Source: an optimization exercise on an open RTL-to-GDS flow (aim: small area and a short achievable clock period). Production flows keep margins and buffers that such runs may drop. The RTL was checked by simulation tests, not by an equivalence proof against the original design. Power and IR drop assume default switching activity.

==> flow/design.v <==
module regfile_wb_rdport #(
    parameter int DATA_W = 64,
    parameter int ADDR_W = 5,
    parameter int ZR_IDX = 31,
    parameter int NREG   = 32
) (
    input  logic [ADDR_W-1:0]            rd_addr,
    input  logic [NREG-1:0][DATA_W-1:0]  regs,
    input  logic [NREG-1:0]              pend,
    input  logic                         wb_en,
    input  logic [ADDR_W-1:0]            wb_addr,
    input  logic [DATA_W-1:0]            wb_data,
    output logic [DATA_W-1:0]            rd_data,
    output logic                         rd_busy
);
    logic is_zr;
    logic hit;
    assign is_zr = (rd_addr == ADDR_W'(ZR_IDX));
    assign hit   = wb_en && (wb_addr == rd_addr);
    always_comb begin
        rd_data = regs[rd_addr];
        if (is_zr)
            rd_data = '0;
        else if (hit)
            rd_data = wb_data;
    end
    assign rd_busy = pend[rd_addr] && !hit;
endmodule
module regfile_wb #(
    parameter int DATA_W = 64,
    parameter int ADDR_W = 5,
    parameter int ZR_IDX = 31
) (
    input  logic              clk,
    input  logic              rst,
    input  logic              wb_en,
    input  logic [ADDR_W-1:0] wb_addr,
    input  logic [DATA_W-1:0] wb_data,
    input  logic [ADDR_W-1:0] ra_addr,
    input  logic [ADDR_W-1:0] rb_addr,
    output logic [DATA_W-1:0] ra_data,
    output logic [DATA_W-1:0] rb_data,
    input  logic              pend_set,
    input  logic [ADDR_W-1:0] pend_addr,
    output logic              ra_busy,
    output logic              rb_busy,
    output logic [5:0]        pend_cnt
);
    localparam int NREG   = 1 << ADDR_W;
    localparam int NPORTS = 2;
    logic [NREG-1:0][DATA_W-1:0] regs_q, regs_d;
    logic [NREG-1:0]             pend_q, pend_d;
    logic [5:0]                  pend_cnt_q, pend_cnt_d;
    logic wr_ok;
    logic set_ok;
    assign wr_ok  = wb_en    && (wb_addr   != ADDR_W'(ZR_IDX));
    assign set_ok = pend_set && (pend_addr != ADDR_W'(ZR_IDX));
    always_comb begin
        regs_d = regs_q;
        if (wr_ok)
            regs_d[wb_addr] = wb_data;
        regs_d[ZR_IDX] = '0;
    end
    always_comb begin
        pend_d = pend_q;
        if (wr_ok)
            pend_d[wb_addr] = 1'b0;
        if (set_ok)
            pend_d[pend_addr] = 1'b1;
        pend_d[ZR_IDX] = 1'b0;
    end
    always_comb begin
        pend_cnt_d = '0;
        for (int i = 0; i < NREG; i++)
            pend_cnt_d = pend_cnt_d + 6'(pend_d[i]);
    end
    always_ff @(posedge clk or posedge rst) begin
        if (rst) begin
            regs_q     <= '0;
            pend_q     <= '0;
            pend_cnt_q <= '0;
        end else begin
            regs_q     <= regs_d;
            pend_q     <= pend_d;
            pend_cnt_q <= pend_cnt_d;
        end
    end
    assign pend_cnt = pend_cnt_q;
    logic [NPORTS-1:0][ADDR_W-1:0] rd_addr;
    logic [NPORTS-1:0][DATA_W-1:0] rd_data;
    logic [NPORTS-1:0]             rd_busy;
    assign rd_addr = {rb_addr, ra_addr};
    genvar g;
    generate
        for (g = 0; g < NPORTS; g++) begin : g_rd
            regfile_wb_rdport #(
                .DATA_W (DATA_W),
                .ADDR_W (ADDR_W),
                .ZR_IDX (ZR_IDX),
                .NREG   (NREG)
            ) u_rd (
                .rd_addr (rd_addr[g]),
                .regs    (regs_q),
                .pend    (pend_q),
                .wb_en   (wb_en),
                .wb_addr (wb_addr),
                .wb_data (wb_data),
                .rd_data (rd_data[g]),
                .rd_busy (rd_busy[g])
            );
        end
    endgenerate
    assign ra_data = rd_data[0];
    assign rb_data = rd_data[1];
    assign ra_busy = rd_busy[0];
    assign rb_busy = rd_busy[1];
endmodule
==> flow/run.sh <==
#!/bin/bash
# synth_recipe.tcl (not shown) runs the flow's synth.tcl, then flattens the netlist and writes it again
# the make line also repeats each setting of config.mk as NAME=value (left out here)
make -C /OpenROAD-flow-scripts/flow DESIGN_CONFIG=/design/flow/config.mk WORK_HOME=/design/flow/orfs CLKGATE_MAP_FILE= SYNTH_SCRIPT=/design/flow/synth_recipe.tcl finish
==> flow/config.mk <==
export PLATFORM = sky130hd
export DESIGN_NAME = regfile_wb
export DESIGN_NICKNAME = regfile_wb
export VERILOG_FILES = /design/flow/design.v
export SDC_FILE = /design/flow/constraint.sdc
export NUM_CORES = 4
export LEC_CHECK = 0
export CAP_MARGIN = 20
export CORE_MARGIN = 2
export CORE_UTILIZATION = 40
export SLEW_MARGIN = 20
==> flow/constraint.sdc <==
create_clock -name core_clock -period 7.5 [get_ports {clk}]
set_input_delay 1.5000 -clock core_clock [delete_from_list [all_inputs] [get_ports {clk}]]
set_output_delay 1.5000 -clock core_clock [all_outputs]
set_load 0.01 [all_outputs]
==> out/qor.json <==
{
  "endpoint_kind": {"value": "flop"},
  "grt_pass1_vias": {"value": 79700},
  "postSynthCellCount": {"value": 8058},
  "max_freq": {"value": 139, "unit": "MHz"},
  "globalplace.congestion": {"value": 0.872},
  "utilization": {"value": 46.0, "unit": "%"},
  "synthesis.area_per_instance": {"value": 13.7, "unit": "µm²"},
  "length_of_the_first_detailed_routing_pass_in_iterations": {"value": 6},
  "synthDominantCellAreaShare": {"value": 45.9, "unit": "%"},
  "cts.reportedPaths.clkPinSlew": {"value": 60, "unit": "ps"},
  "avgRoutedWirePerCell": {"value": 35.0, "unit": "µm"},
  "period_share": {"value": 96.1, "unit": "%"},
  "post_route_cells_drive_above_1_share": {"value": 42.8, "unit": "%"},
  "maxSlewViolCount": {"value": 0},
  "clock_tree.buffer_depth": {"value": 4},
  "hold_viol_final": {"value": 0},
  "pwr_density_cell": {"value": 305, "unit": "mW/mm²"},
  "clock_skew": {"value": 7.00, "unit": "ps"},
  "tritoncts_clock_tree": {"value": "done"},
  "synth-warning-count": {"value": 2},
  "async_flop_share": {"value": 100, "unit": "%"},
  "hold_class": {"value": "flop to flop"},
  "run_status": {"value": "no timing/DRC/antenna violations"},
  "clock_sinks": {"value": 2021},
  "drtIter0Drc": {"value": 8146},
  "holdBufCountCts": {"value": 0},
  "cp_max_fo": {"value": 5},
  "ant_nets": {"value": 0},
  "dp_hpwl": {"value": 245000, "unit": "µm"},
  "nets": {"value": 8241},
  "num_vias": {"value": 78400},
  "synth-adder-area-share": {"value": 0.577, "unit": "%"},
  "synth.yosys.seq_area_share": {"value": 45.9, "unit": "%"},
  "track_usage": {"value": 29.3, "unit": "%"},
  "grt_antenna_before_repair": {"value": 35},
  "report.power.total": {"value": 38400, "unit": "µW"},
  "cts.repair_timing.setup_buffer_count": {"value": 0},
  "grt_start_max_net_pins": {"value": 165},
  "rsz0062_at_grt": {"value": "no"},
  "grt_pass1_wl": {"value": 595000, "unit": "µm"},
  "critPathRequiredTime": {"value": 8330, "unit": "ps"},
  "synth.top_cells.by_area": {"value": "sky130_fd_sc_hd__dfrtp_1, sky130_fd_sc_hd__mux2_2, sky130_fd_sc_hd__mux4_2"},
  "clock-root-buffer": {"value": "sky130_fd_sc_hd__clkbuf_16"},
  "placed_area": {"value": 0.118, "unit": "mm²"},
  "synth.mux.area_fraction": {"value": 40.3, "unit": "%"},
  "finish.instance_area": {"value": 0.126, "unit": "mm²"},
  "setup-violations-final": {"value": 0},
  "num_rows": {"value": 192},
  "total_leakage_power": {"value": 0.0557, "unit": "µW"},
  "layout_min_cycle_time": {"value": 7210, "unit": "ps"},
  "drv_cap": {"value": 0},
  "die_h": {"value": 529, "unit": "µm"},
  "timing.setup.critical_path_class": {"value": "primary input to flop"},
  "post-route-drc-count": {"value": 0},
  "finalWirelength": {"value": 416000, "unit": "µm"},
  "initial_core_util": {"value": 40.3, "unit": "%"},
  "synth-xor-area-share": {"value": 0.174, "unit": "%"},
  "core": {"value": 0.274, "unit": "mm²"},
  "worstSkewPairLatency": {"value": 910, "unit": "ps"},
  "synth_top_cell_by_area": {"value": "sky130_fd_sc_hd__dfrtp_1"},
  "cts-buffers-inserted": {"value": 228},
  "mappedNetlistNets": {"value": 8183},
  "synth_compound_area_share": {"value": 6.99, "unit": "%"},
  "cts.htree.levels": {"value": 4},
  "register_bit_count_reported_by_yosys": {"value": 2021},
  "crit_arrival": {"value": 8040, "unit": "ps"},
  "place.port_buffers": {"value": 223},
  "worst-slew-pin-transition": {"value": 1260, "unit": "ps"},
  "grt_overflow_total": {"value": 0},
  "syn-cell-area": {"value": 0.110, "unit": "mm²"},
  "main_flop_type_after_synthesis": {"value": "sky130_fd_sc_hd__dfrtp_1"},
  "critPathLaunchType": {"value": "primary input"},
  "yosys.area_share.simple": {"value": 2.58, "unit": "%"},
  "flow.area_growth_from_synthesis": {"value": 14.3, "unit": "%"},
  "synth_top_family_by_area": {"value": "multiplexers"},
  "synth_enable_flop_cells": {"value": 0},
  "pin_count": {"value": 224},
  "floorplan.die.width": {"value": 529, "unit": "µm"},
  "die-area": {"value": 0.280, "unit": "mm²"},
  "vias_per_cell": {"value": 6.59},
  "fin_setup_tns": {"value": 0, "unit": "ps"},
  "netlist-cell-type-count": {"value": 75},
  "slew_headroom": {"value": 16.3, "unit": "%"},
  "power.ir.vdd_worst": {"value": 829, "unit": "µV"}
}
## synth_stat cells, types with 14 or more instances
cell and n:
sky130_fd_sc_hd__xnor2_1 17, sky130_fd_sc_hd__a32o_1 38, sky130_fd_sc_hd__mux2i_1 692, sky130_fd_sc_hd__dfrtp_1 2021, sky130_fd_sc_hd__ha_1 14, sky130_fd_sc_hd__o21ai_0 88, sky130_fd_sc_hd__a22oi_1 235, sky130_fd_sc_hd__nand2_1 197
sky130_fd_sc_hd__a2bb2oi_1 64, sky130_fd_sc_hd__o211ai_1 22, sky130_fd_sc_hd__nor3_1 54, sky130_fd_sc_hd__nand2b_1 33, sky130_fd_sc_hd__nand3_1 41, sky130_fd_sc_hd__nor2b_1 21, sky130_fd_sc_hd__buf_1 152, sky130_fd_sc_hd__inv_1 46
sky130_fd_sc_hd__mux2_1 88, sky130_fd_sc_hd__o2bb2ai_1 17, sky130_fd_sc_hd__mux4_2 647, sky130_fd_sc_hd__a22o_1 28, sky130_fd_sc_hd__mux2_2 1950, sky130_fd_sc_hd__fa_1 23, sky130_fd_sc_hd__buf_2 289, sky130_fd_sc_hd__a211oi_1 38
sky130_fd_sc_hd__nor2_1 200, sky130_fd_sc_hd__o22ai_1 283, sky130_fd_sc_hd__o21a_1 16, sky130_fd_sc_hd__clkbuf_1 395, sky130_fd_sc_hd__a21oi_1 107, sky130_fd_sc_hd__o41ai_1 63
## through the flow
| step | worst slack [ps] | cells | hold WS, ps |
|---|---|---|---|
| after floorplan | -22060 | 8058 | 465 |
| after global placement | -974 | 11500 | 485 |
| after detailed placement | -905 | 11500 | 500 |
| after CTS | 34.8 | 11900 | 514 |
| after global routing | 63.0 | 11900 | 528 |
| final | 292 | 11900 | 511 |
## power breakdown
part | switching (µW) | internal (µW)
registers | 2000 | 13700
clock network | 4810 | 6950
logic | 4760 | 6210
total | 11600 | 26800
## kinds of logic after synthesis
logic type	after synthesis
adders and majority gates	37
and+or+nand+nor	617
DFF	2021
xor gates and xnor gates	21
muxes	3377
buffers and inverters	901
AOI/OAI and AO/OA	1084
## sequential cells by signal, indices dropped and copies added (netlist names)
register,count
regs_q,1984
pend_cnt_q,6
pend_q,31
## path summary, 6_finish.rpt
path                               from             to  slack (ps)  depth (start not counted)
setup / recovery             wb_addr[2]  pend_cnt_q[4]         290                         22
setup reg to reg             pend_q[13]  pend_cnt_q[4]        2330                         17
hold reg to reg            regs_q[1839]   regs_q[1839]         510                          1
hold / removal             regs_q[1839]   regs_q[1839]         510                          1
min in group asynchronous           rst   regs_q[1397]        1090                          3
max in group asynchronous           rst   regs_q[1109]        4690                          6
## worst max-delay path, cell delays in order
cell and delay, ps:
sky130_fd_sc_hd__clkdlybuf4s50_1 450, sky130_fd_sc_hd__or3b_2 510, sky130_fd_sc_hd__inv_1 90, sky130_fd_sc_hd__ha_1 240, sky130_fd_sc_hd__nand3b_1 180, sky130_fd_sc_hd__or3_4 450
sky130_fd_sc_hd__o21ai_2 170, sky130_fd_sc_hd__o21a_1 170, sky130_fd_sc_hd__fa_1 460, sky130_fd_sc_hd__fa_1 590, sky130_fd_sc_hd__fa_1 460, sky130_fd_sc_hd__fa_1 580
sky130_fd_sc_hd__fa_1 430, sky130_fd_sc_hd__fa_1 490, sky130_fd_sc_hd__inv_1 50, sky130_fd_sc_hd__fa_1 410, sky130_fd_sc_hd__inv_1 100, sky130_fd_sc_hd__fa_2 230
sky130_fd_sc_hd__inv_1 50, sky130_fd_sc_hd__a21o_1 160, sky130_fd_sc_hd__a21oi_2 150, sky130_fd_sc_hd__xnor2_1 120
## placed cells by master, fill, tap and decap left out, types with 58 or more instances in the layout
cell,instances
sky130_fd_sc_hd__a21oi_1,106
sky130_fd_sc_hd__a22oi_1,235
sky130_fd_sc_hd__a2bb2oi_1,63
sky130_fd_sc_hd__buf_12,82
sky130_fd_sc_hd__buf_4,376
sky130_fd_sc_hd__clkbuf_16,231
sky130_fd_sc_hd__clkbuf_8,58
sky130_fd_sc_hd__clkdlybuf4s50_1,193
sky130_fd_sc_hd__dfrtp_1,2021
sky130_fd_sc_hd__mux2_1,88
sky130_fd_sc_hd__mux2_2,1950
sky130_fd_sc_hd__mux2i_1,692
sky130_fd_sc_hd__mux4_2,647
sky130_fd_sc_hd__nand2_1,179
sky130_fd_sc_hd__nor2_1,195
sky130_fd_sc_hd__o21ai_0,80
sky130_fd_sc_hd__o22ai_1,282
sky130_fd_sc_hd__o41ai_1,59
## per-layer routing
metal / GRT usage [%] / part of all wire (%)
met4: 13.8 / 5.1
met3: 5.93 / 8.3
met1: 39.2 / 41
met5: 0 / 0.021
met2: 45.5 / 46
## final cells by class
class / instances / area [µm²]
Multi-Input combinational cell: 5136 / 56300
Clock inverter: 82 / 1010
Antenna cell: 16 / 40.0
Sequential cell: 2021 / 50600
Fill cell: 24200 / 148000
Inverter: 47 / 185
Clock buffer: 331 / 6740
Timing Repair Buffer: 682 / 6690
Tap cell: 3589 / 4490
## timing repair
item                                   in CTS  in global routing
resized for setup                           0                 24
setup endpoints to repair                   0                  3
endpoints found under the hold margin       0                  0

## afterwards: timing with drivers on the ports
The flow's constraints put no driver on any port. The routed layout listed below was extracted and timed again, unchanged, in two steps.
Step 1 (the two cells are an assumption about what drives the block):
set clk [get_ports {clk}]
set_driving_cell -lib_cell sky130_fd_sc_hd__clkbuf_16 $clk
set_driving_cell -lib_cell sky130_fd_sc_hd__buf_2 [delete_from_list [all_inputs] $clk]
Step 2 adds t to the input delays and takes it off the output delays; t is the mean of the earliest and latest rising clock arrival at the registers after step 1. Input paths then give back, and output paths get back, about the clock's delay inside the block.
Three values: ideal, step 1, step 2; two values: the first two.
t, ns: 0.984
setup slack, ns: 0.292 / 0.361 / -0.623
pins driven straight from the clock port: 1
Met with ideal ports but missed after step 2: setup timing in this run. The setup slack of this run moves by +0.069 ns with the drivers and by -0.915 ns with both steps.
